From an optimization exercise on the open Yosys and OpenROAD flow, aimed at small area; shortcuts taken in it are not production practice.
Only simulation tests tie the RTL to the original design; equivalence was not proved.
Power figures rest on the tool's default switching activity, not on a simulated workload.

## umber
==> flow/design.v <==
module rf_aoi222 #(parameter int W = 32) (
  input  logic [W-1:0] a0, a1, a2,
  input  logic         s0, s1, s2,
  output logic [W-1:0] y
);
  assign y = ~((a0 & {W{s0}}) | (a1 & {W{s1}}) | (a2 & {W{s2}}));
endmodule
module rf_nand2s #(parameter int W = 32) (
  input  logic [W-1:0] a0,
  input  logic         s0,
  output logic [W-1:0] y
);
  assign y = ~(a0 & {W{s0}});
endmodule
module rf_nandall #(parameter int W = 32, parameter int N = 11) (
  input  logic [N*W-1:0] x,
  output logic [W-1:0]   y
);
  always_comb begin
    y = '1;
    for (int k = 0; k < N; k++) y = y & x[k*W +: W];
    y = ~y;
  end
endmodule
module rf_wrmux #(parameter int W = 32) (
  input  logic [W-1:0] d, q,
  input  logic         en, en_n,
  output logic [W-1:0] y
);
  assign y = (d & {W{en}}) | (q & {W{en_n}});
endmodule
module rf_rdport #(parameter int W = 32, parameter int NREGS = 32) (
  input  logic [NREGS*W-1:0] r,
  input  logic [NREGS-1:0]   s,
  output logic [W-1:0]       y
);
  localparam int NG = (NREGS - 1) / 3;
  localparam int NX = (NREGS - 1) - 3 * NG;
  localparam int NP = NG + NX;
  logic [NP*W-1:0] p;
  for (genvar g = 0; g < NG; g++) begin : g_aoi
    for (genvar j = 0; j < W; j++) begin : g_bit
      rf_aoi222 #(.W(1)) u_aoi (
        .a0(r[(3*g+1)*W+j]), .a1(r[(3*g+2)*W+j]), .a2(r[(3*g+3)*W+j]),
        .s0(s[3*g+1]), .s1(s[3*g+2]), .s2(s[3*g+3]), .y(p[g*W+j])
      );
    end
  end
  for (genvar x = 0; x < NX; x++) begin : g_nand
    for (genvar j = 0; j < W; j++) begin : g_bit
      rf_nand2s #(.W(1)) u_nand (
        .a0(r[(3*NG+1+x)*W+j]), .s0(s[3*NG+1+x]), .y(p[(NG+x)*W+j])
      );
    end
  end
  rf_nandall #(.W(W), .N(NP)) u_or (.x(p), .y(y));
endmodule
module regfile_sb #(
  parameter int XLEN     = 32,
  parameter int NREGS    = 32,
  parameter int NRD      = 2,
  parameter int ZERO_REG = 1,
  localparam int AW      = $clog2(NREGS)
) (
  input  logic                clk,
  input  logic                rst_n,
  input  logic                we,
  input  logic [AW-1:0]       wa,
  input  logic [XLEN-1:0]     wd,
  input  logic [NRD*AW-1:0]   ra,
  output logic [NRD*XLEN-1:0] rd,
  output logic [NRD-1:0]      rbusy,
  input  logic                issue_valid,
  input  logic [AW-1:0]       issue_rd,
  output logic                issue_ready,
  input  logic                flush,
  output logic [AW:0]         busy_cnt
);
  logic [NREGS-1:0][XLEN-1:0] regs;
  logic [NREGS-1:1][XLEN-1:0] regs_q;
  logic [NREGS-1:0][XLEN-1:0] regs_d;
  logic [NREGS-1:1]      valid_q, busy_q;
  logic [NREGS-1:0]      valid, busy;
  logic [AW:0]           cnt;
  logic [NREGS-1:0]      wsel, wsel_n, isel;
  logic [NREGS-1:0]      rdec [NRD];
  logic [NREGS-1:0]      rsel [NRD];
  logic                  iss_acc;
  logic                  clr_dec;
  assign valid = {valid_q, 1'b0};
  assign busy  = {busy_q, 1'b0};
  always_comb begin
    for (int i = 0; i < NREGS; i++) begin
      wsel[i]   = we && (wa == AW'(i)) && (i != 0);
      wsel_n[i] = !wsel[i];
      isel[i]   = (issue_rd == AW'(i)) && (i != 0);
      for (int p = 0; p < NRD; p++) begin
        rdec[p][i] = (ra[p*AW +: AW] == AW'(i)) && (i != 0);
        rsel[p][i] = rdec[p][i] && valid[i];
      end
    end
  end
  assign issue_ready = ~|(isel & busy);
  assign iss_acc     = issue_valid && (issue_rd != 0) && issue_ready;
  assign clr_dec     = |(wsel & busy);
  assign regs = {regs_q, XLEN'(0)};
  assign regs_d[0] = '0;
  for (genvar i = 1; i < NREGS; i++) begin : g_reg
    for (genvar j = 0; j < XLEN; j++) begin : g_bit
      rf_wrmux #(.W(1)) u_wr (
        .d(wd[j]), .q(regs[i][j]), .en(wsel[i]), .en_n(wsel_n[i]), .y(regs_d[i][j])
      );
    end
    always_ff @(posedge clk) regs_q[i] <= regs_d[i];
  end
  always_ff @(posedge clk or negedge rst_n) begin
    if (!rst_n) begin
      valid_q <= '0;
      busy_q  <= '0;
    end else begin
      for (int i = 1; i < NREGS; i++) begin
        if (wsel[i]) valid_q[i] <= 1'b1;
        busy_q[i] <= !flush && ((issue_valid && isel[i] && !busy[i]) || (busy[i] && !wsel[i]));
      end
    end
  end
  always_ff @(posedge clk or negedge rst_n) begin
    if (!rst_n)     cnt <= '0;
    else if (flush) cnt <= '0;
    else            cnt <= cnt + {{AW{1'b0}}, iss_acc} - {{AW{1'b0}}, clr_dec};
  end
  assign busy_cnt = cnt;
  for (genvar p = 0; p < NRD; p++) begin : g_rd
    rf_rdport #(.W(XLEN), .NREGS(NREGS)) u_rd (
      .r(regs), .s(rsel[p]), .y(rd[p*XLEN +: XLEN])
    );
    assign rbusy[p] = |(rdec[p] & busy);
  end
endmodule
export LEC_CHECK = 0
export CAP_MARGIN = 0
export CORE_MARGIN = 2
export CORE_UTILIZATION = 45
export CTS_BUF_LIST = sky130_fd_sc_hd__clkbuf_8
export CTS_CLUSTER_DIAMETER = 70
export CTS_CLUSTER_SIZE = 12
export SLEW_MARGIN = 0
export SYNTH_HIERARCHICAL = 1
export SYNTH_MINIMUM_KEEP_SIZE = 0
create_clock -name core_clock -period 7.0 [get_ports {clk}]
standard.sh (not shown) runs the stock make flow with config.mk's settings and CLKGATE_MAP_FILE= SYNTH_SCRIPT=/design/flow/synth_recipe.tcl, a recipe that flattens the netlist after the stock synthesis.
==> flow/flow/run.sh <==
#!/bin/bash
# Standard ORFS layout (the standard.sh, unchanged synthesis, floorplan, power grid
# and tap cells) with two placement/CTS options passed through the environment:
#  - CTS without dummy loads (the clock tree is not padded with unused buffers)
#  - port buffers use the smallest plain buffer instead of a delay cell
# Every tool's output goes to standard.log in the work folder.
set -euo pipefail
cd "$(dirname "$0")/.."
export CTS_ARGS="-sink_clustering_enable -repair_clock_nets -dont_use_dummy_load -sink_clustering_size 12 -sink_clustering_max_diameter 70 -buf_list {sky130_fd_sc_hd__clkbuf_8}"
export BUFFER_PORTS_ARGS="-buffer_cell sky130_fd_sc_hd__buf_1"
bash standard.sh finish > standard.log 2>&1
umber did not stop at any stage, and its layout met the timing, design-rule and antenna checks.
Input-level comparison between violet and umber:
diff --git a/flow/design.v b/flow/design.v
--- a/flow/design.v
+++ b/flow/design.v
@@ -39,19 +39,15 @@
   localparam int NP = NG + NX;
   logic [NP*W-1:0] p;
   for (genvar g = 0; g < NG; g++) begin : g_aoi
-    for (genvar j = 0; j < W; j++) begin : g_bit
-      rf_aoi222 #(.W(1)) u_aoi (
-        .a0(r[(3*g+1)*W+j]), .a1(r[(3*g+2)*W+j]), .a2(r[(3*g+3)*W+j]),
-        .s0(s[3*g+1]), .s1(s[3*g+2]), .s2(s[3*g+3]), .y(p[g*W+j])
-      );
-    end
+    rf_aoi222 #(.W(W)) u_aoi (
+      .a0(r[(3*g+1)*W +: W]), .a1(r[(3*g+2)*W +: W]), .a2(r[(3*g+3)*W +: W]),
+      .s0(s[3*g+1]), .s1(s[3*g+2]), .s2(s[3*g+3]), .y(p[g*W +: W])
+    );
   end
   for (genvar x = 0; x < NX; x++) begin : g_nand
-    for (genvar j = 0; j < W; j++) begin : g_bit
-      rf_nand2s #(.W(1)) u_nand (
-        .a0(r[(3*NG+1+x)*W+j]), .s0(s[3*NG+1+x]), .y(p[(NG+x)*W+j])
-      );
-    end
+    rf_nand2s #(.W(W)) u_nand (
+      .a0(r[(3*NG+1+x)*W +: W]), .s0(s[3*NG+1+x]), .y(p[(NG+x)*W +: W])
+    );
   end
   rf_nandall #(.W(W), .N(NP)) u_or (.x(p), .y(y));
 endmodule
@@ -106,11 +102,9 @@
   assign regs = {regs_q, XLEN'(0)};
   assign regs_d[0] = '0;
   for (genvar i = 1; i < NREGS; i++) begin : g_reg
-    for (genvar j = 0; j < XLEN; j++) begin : g_bit
-      rf_wrmux #(.W(1)) u_wr (
-        .d(wd[j]), .q(regs[i][j]), .en(wsel[i]), .en_n(wsel_n[i]), .y(regs_d[i][j])
-      );
-    end
+    rf_wrmux #(.W(XLEN)) u_wr (
+      .d(wd), .q(regs[i]), .en(wsel[i]), .en_n(wsel_n[i]), .y(regs_d[i])
+    );
     always_ff @(posedge clk) regs_q[i] <= regs_d[i];
   end
   always_ff @(posedge clk or negedge rst_n) begin
## What came out
- In violet, the final core utilization came out 3.8 points below the value in umber.
- Per the comparison of violet with umber, clock transition at the registers of the reported paths neither gained nor lost much; maximum achievable frequency lost about 1.9%; clock network fraction of total power picked up an extra 0.2 points; sequential power neither gained nor lost much.
- In terms of area occupied by multi-input gates, umber and violet differ only marginally.
- Looking at most common cell after layout, fill and taps aside, the a22o_1 result is from umber; the dfxtp_1 one comes from violet.
- In violet, the all-layer global routing usage came out 3.8 points below the value in umber.
- Summary of violet over umber: routed wire length held steady; count of vias placed by the detailed router higher.

## port drivers added, routing unchanged
How much do the figures lean on ideal ports? The routed layouts below were timed once more, with nothing changed but the port constraints. Step 1, drivers: a clkbuf_16 drives clk and a buf_2 each remaining input, both assumed. Step 2 times the ports against the registers' clock, not the clock port: input delays grow and output delays shrink by t, the midpoint of the rising clock arrivals with the driver on. Slacks: ideal / step 1 / step 2; pairs: ideal / step 1.
run	t, ns	setup slack, ns	worst slew at a driven data input, ns	cell pins on the clock port's net
umber	0.835	0.812 / 0.749 / 0.749	0.11	1
violet	0.831	0.696 / 0.665 / 0.665	0.16	1
After both steps setup and hold are still met in every run listed. The setup slack of umber, which loses most, moves by -0.063 ns with the drivers and by -0.063 ns with both steps.
